This is an optimization exercise on Yosys and OpenROAD, whose aim is small area, a short achievable clock period and few clock cycles, not a production implementation.
Where RTL was checked, it was by simulation tests only, not by an equivalence proof against the original.
Power is estimated from default activity; no workload was simulated.

==> module ccks_key, before the edit <==
module ccks_key (
   input  wire [6:0] yh,
   input  wire [6:0] yl,
   input  wire [6:0] month,
   input  wire [7:0] day,
   input  wire [6:0] hour,
   input  wire [6:0] minute,
   input  wire [6:0] second,
   input  wire       row,
   input  wire [3:0] col,
   input  wire [4:0] key,
   output logic [7:0] val,
   output logic       w_yh,
   output logic       w_yl,
   output logic       w_month,
   output logic       w_day,
   output logic       w_hour,
   output logic       w_minute,
   output logic       w_second,
   output logic [3:0] n_col,
   output logic       n_row
);
   logic       is_digit;
   logic [3:0] digit;
   logic       s_yh, s_yl, s_month, s_day, s_hour, s_minute, s_second, tens;
   logic [7:0] v;
   logic [1:0] h;
   logic [3:0] t, o, a, b;
   always_comb begin
      is_digit = 1'b1;
      case (key)
         5'd1, 5'd2, 5'd3:   digit = key[3:0];
         5'd5, 5'd6, 5'd7:   digit = key[3:0] - 4'd1;
         5'd9, 5'd10, 5'd11: digit = key[3:0] - 4'd2;
         5'd14:              digit = 4'd0;
         default: begin
            digit    = 4'd0;
            is_digit = 1'b0;
         end
      endcase
   end
   always_comb begin
      s_yh = 1'b0; s_yl = 1'b0; s_month = 1'b0; s_day = 1'b0;
      s_hour = 1'b0; s_minute = 1'b0; s_second = 1'b0; tens = 1'b0;
      if (!row) begin
         case (col)
            4'd6:  begin s_yh = 1'b1; tens = 1'b1; end
            4'd7:  s_yh = 1'b1;
            4'd8:  begin s_yl = 1'b1; tens = 1'b1; end
            4'd9:  s_yl = 1'b1;
            4'd11: begin s_month = 1'b1; tens = 1'b1; end
            4'd12: s_month = 1'b1;
            4'd14: begin s_day = 1'b1; tens = 1'b1; end
            4'd15: s_day = 1'b1;
            default: ;
         endcase
      end else begin
         case (col)
            4'd6:  begin s_hour = 1'b1; tens = 1'b1; end
            4'd7:  s_hour = 1'b1;
            4'd9:  begin s_minute = 1'b1; tens = 1'b1; end
            4'd10: s_minute = 1'b1;
            4'd12: begin s_second = 1'b1; tens = 1'b1; end
            4'd13: s_second = 1'b1;
            default: ;
         endcase
      end
   end
   function automatic logic [9:0] to_bcd(input logic [7:0] x);
      logic [9:0] r;
      r = '0;
      for (int i = 7; i >= 0; i--) begin
         if (r[3:0] >= 4'd5) r[3:0] = r[3:0] + 4'd3;
         if (r[7:4] >= 4'd5) r[7:4] = r[7:4] + 4'd3;
         r = {r[8:0], x[i]};
      end
      to_bcd = r;
   endfunction
   always_comb begin
      v = ({8{s_yh}} & {1'b0, yh}) | ({8{s_yl}} & {1'b0, yl}) |
          ({8{s_month}} & {1'b0, month}) | ({8{s_day}} & day) |
          ({8{s_hour}} & {1'b0, hour}) | ({8{s_minute}} & {1'b0, minute}) |
          ({8{s_second}} & {1'b0, second});
      {h, t, o} = to_bcd(v);
      a   = tens ? digit : t;
      b   = tens ? o : digit;
      val = 8'd100 * {6'd0, h} + 8'd10 * {4'd0, a} + {4'd0, b};
   end
   assign w_yh     = is_digit && s_yh;
   assign w_yl     = is_digit && s_yl;
   assign w_month  = is_digit && s_month;
   assign w_day    = is_digit && s_day;
   assign w_hour   = is_digit && s_hour;
   assign w_minute = is_digit && s_minute;
   assign w_second = is_digit && s_second;
   assign n_col = (key == 5'd12) ? col + 4'd1 : ((key == 5'd13) ? col - 4'd1 : col);
   assign n_row = (key == 5'd4) ? ~row : row;
endmodule
Settings: LEC_CHECK=0, ABC_AREA=1, CAP_MARGIN=20, CORE_MARGIN=2, CORE_UTILIZATION=40, SLEW_MARGIN=20; clock period 14.0 ns.
standard.sh (not shown) runs the stock make flow with config.mk's settings and CLKGATE_MAP_FILE= SYNTH_SCRIPT=/design/flow/synth_recipe.tcl, a recipe that flattens the netlist after the stock synthesis.
==> flow/flow/run.sh <==
#!/bin/bash
# The standard ORFS layout (the standard.sh) with two changes to how the
# layout is made: adders are left to ABC instead of being mapped to full- and
# half-adder cells first, and ports are buffered with the smallest buffer
# cell; timing repair aims for 9.5 ns of setup slack. Registers, their names and cell types are those of the standard
# synthesis. make's output goes to flow_make.log; each ORFS step keeps its own
# log under orfs/logs.
set -euo pipefail
bash standard.sh ADDER_MAP_FILE= "BUFFER_PORTS_ARGS=-buffer_cell sky130_fd_sc_hd__buf_1" SETUP_SLACK_MARGIN=9.5 finish > flow_make.log 2>&1
Change:
--- a/flow/design.v
+++ b/flow/design.v
@@ -135,31 +135,13 @@
       endcase
    end
-   always_comb begin
-      s_yh = 1'b0; s_yl = 1'b0; s_month = 1'b0; s_day = 1'b0;
-      s_hour = 1'b0; s_minute = 1'b0; s_second = 1'b0; tens = 1'b0;
-      if (!row) begin
-         case (col)
-            4'd6:  begin s_yh = 1'b1; tens = 1'b1; end
-            4'd7:  s_yh = 1'b1;
-            4'd8:  begin s_yl = 1'b1; tens = 1'b1; end
-            4'd9:  s_yl = 1'b1;
-            4'd11: begin s_month = 1'b1; tens = 1'b1; end
-            4'd12: s_month = 1'b1;
-            4'd14: begin s_day = 1'b1; tens = 1'b1; end
-            4'd15: s_day = 1'b1;
-            default: ;
-         endcase
-      end else begin
-         case (col)
-            4'd6:  begin s_hour = 1'b1; tens = 1'b1; end
-            4'd7:  s_hour = 1'b1;
-            4'd9:  begin s_minute = 1'b1; tens = 1'b1; end
-            4'd10: s_minute = 1'b1;
-            4'd12: begin s_second = 1'b1; tens = 1'b1; end
-            4'd13: s_second = 1'b1;
-            default: ;
-         endcase
-      end
-   end
+   assign s_yh     = !row && (col == 4'd6 || col == 4'd7);
+   assign s_yl     = !row && (col == 4'd8 || col == 4'd9);
+   assign s_month  = !row && (col == 4'd11 || col == 4'd12);
+   assign s_day    = !row && (col == 4'd14 || col == 4'd15);
+   assign s_hour   = row && (col == 4'd6 || col == 4'd7);
+   assign s_minute = row && (col == 4'd9 || col == 4'd10);
+   assign s_second = row && (col == 4'd12 || col == 4'd13);
+   assign tens     = row ? (col == 4'd6 || col == 4'd9 || col == 4'd12)
+                         : (col == 4'd6 || col == 4'd8 || col == 4'd11 || col == 4'd14);
    function automatic logic [9:0] to_bcd(input logic [7:0] x);
       logic [9:0] r;
After rerunning:
- combinational power goes up by 15%
- global-route usage barely changes
- clock skew stays flat
- worst setup slack gains 0.029 ns
- area after synthesis fell by 4.5%
- design area rose by 0.76%
- non-clock buffer count came out higher by 12
- flip-flop and latch count fell by 5
- total power is lower by 2.0%
- die area decreases by 4.4%
- critical path depth is lower by 1
Testbench counts after the change, summed over its fixed seeds: cycles 40,661.
The RTL of the first run of this note was laid out without a check of its function.

==> afterwards: timing with drivers on the ports <==
No port has a modelled driver above. Below, the same layouts with a new extraction and two added sets of constraints.
Step 1: set_driving_cell puts a clkbuf_16 on clock and a buf_2 on each other input, an assumption about the parent block.
Step 2, shift: input delay + t, output delay - t, t = (earliest + latest rising clock arrival at the registers) / 2. This alone moves slack from input paths to output paths.
Three values: ideal ports, drivers, drivers and shift; two values: the first two.
| run | t, ns | slack for setup (ns) | worst setup path after step 2 | cell pins on the clock port's net |
|---|---|---|---|---|
| the first run | 0.393 | 9.634 / 9.652 / 9.260 | input to register | 1 |
| the second run | 0.398 | 9.663 / 9.663 / 9.292 | input to register | 1 |
After both steps every run listed still meets setup and hold. For the first run, which loses most, drivers alone change the setup slack by +0.018 ns; drivers and shift together by -0.374 ns.
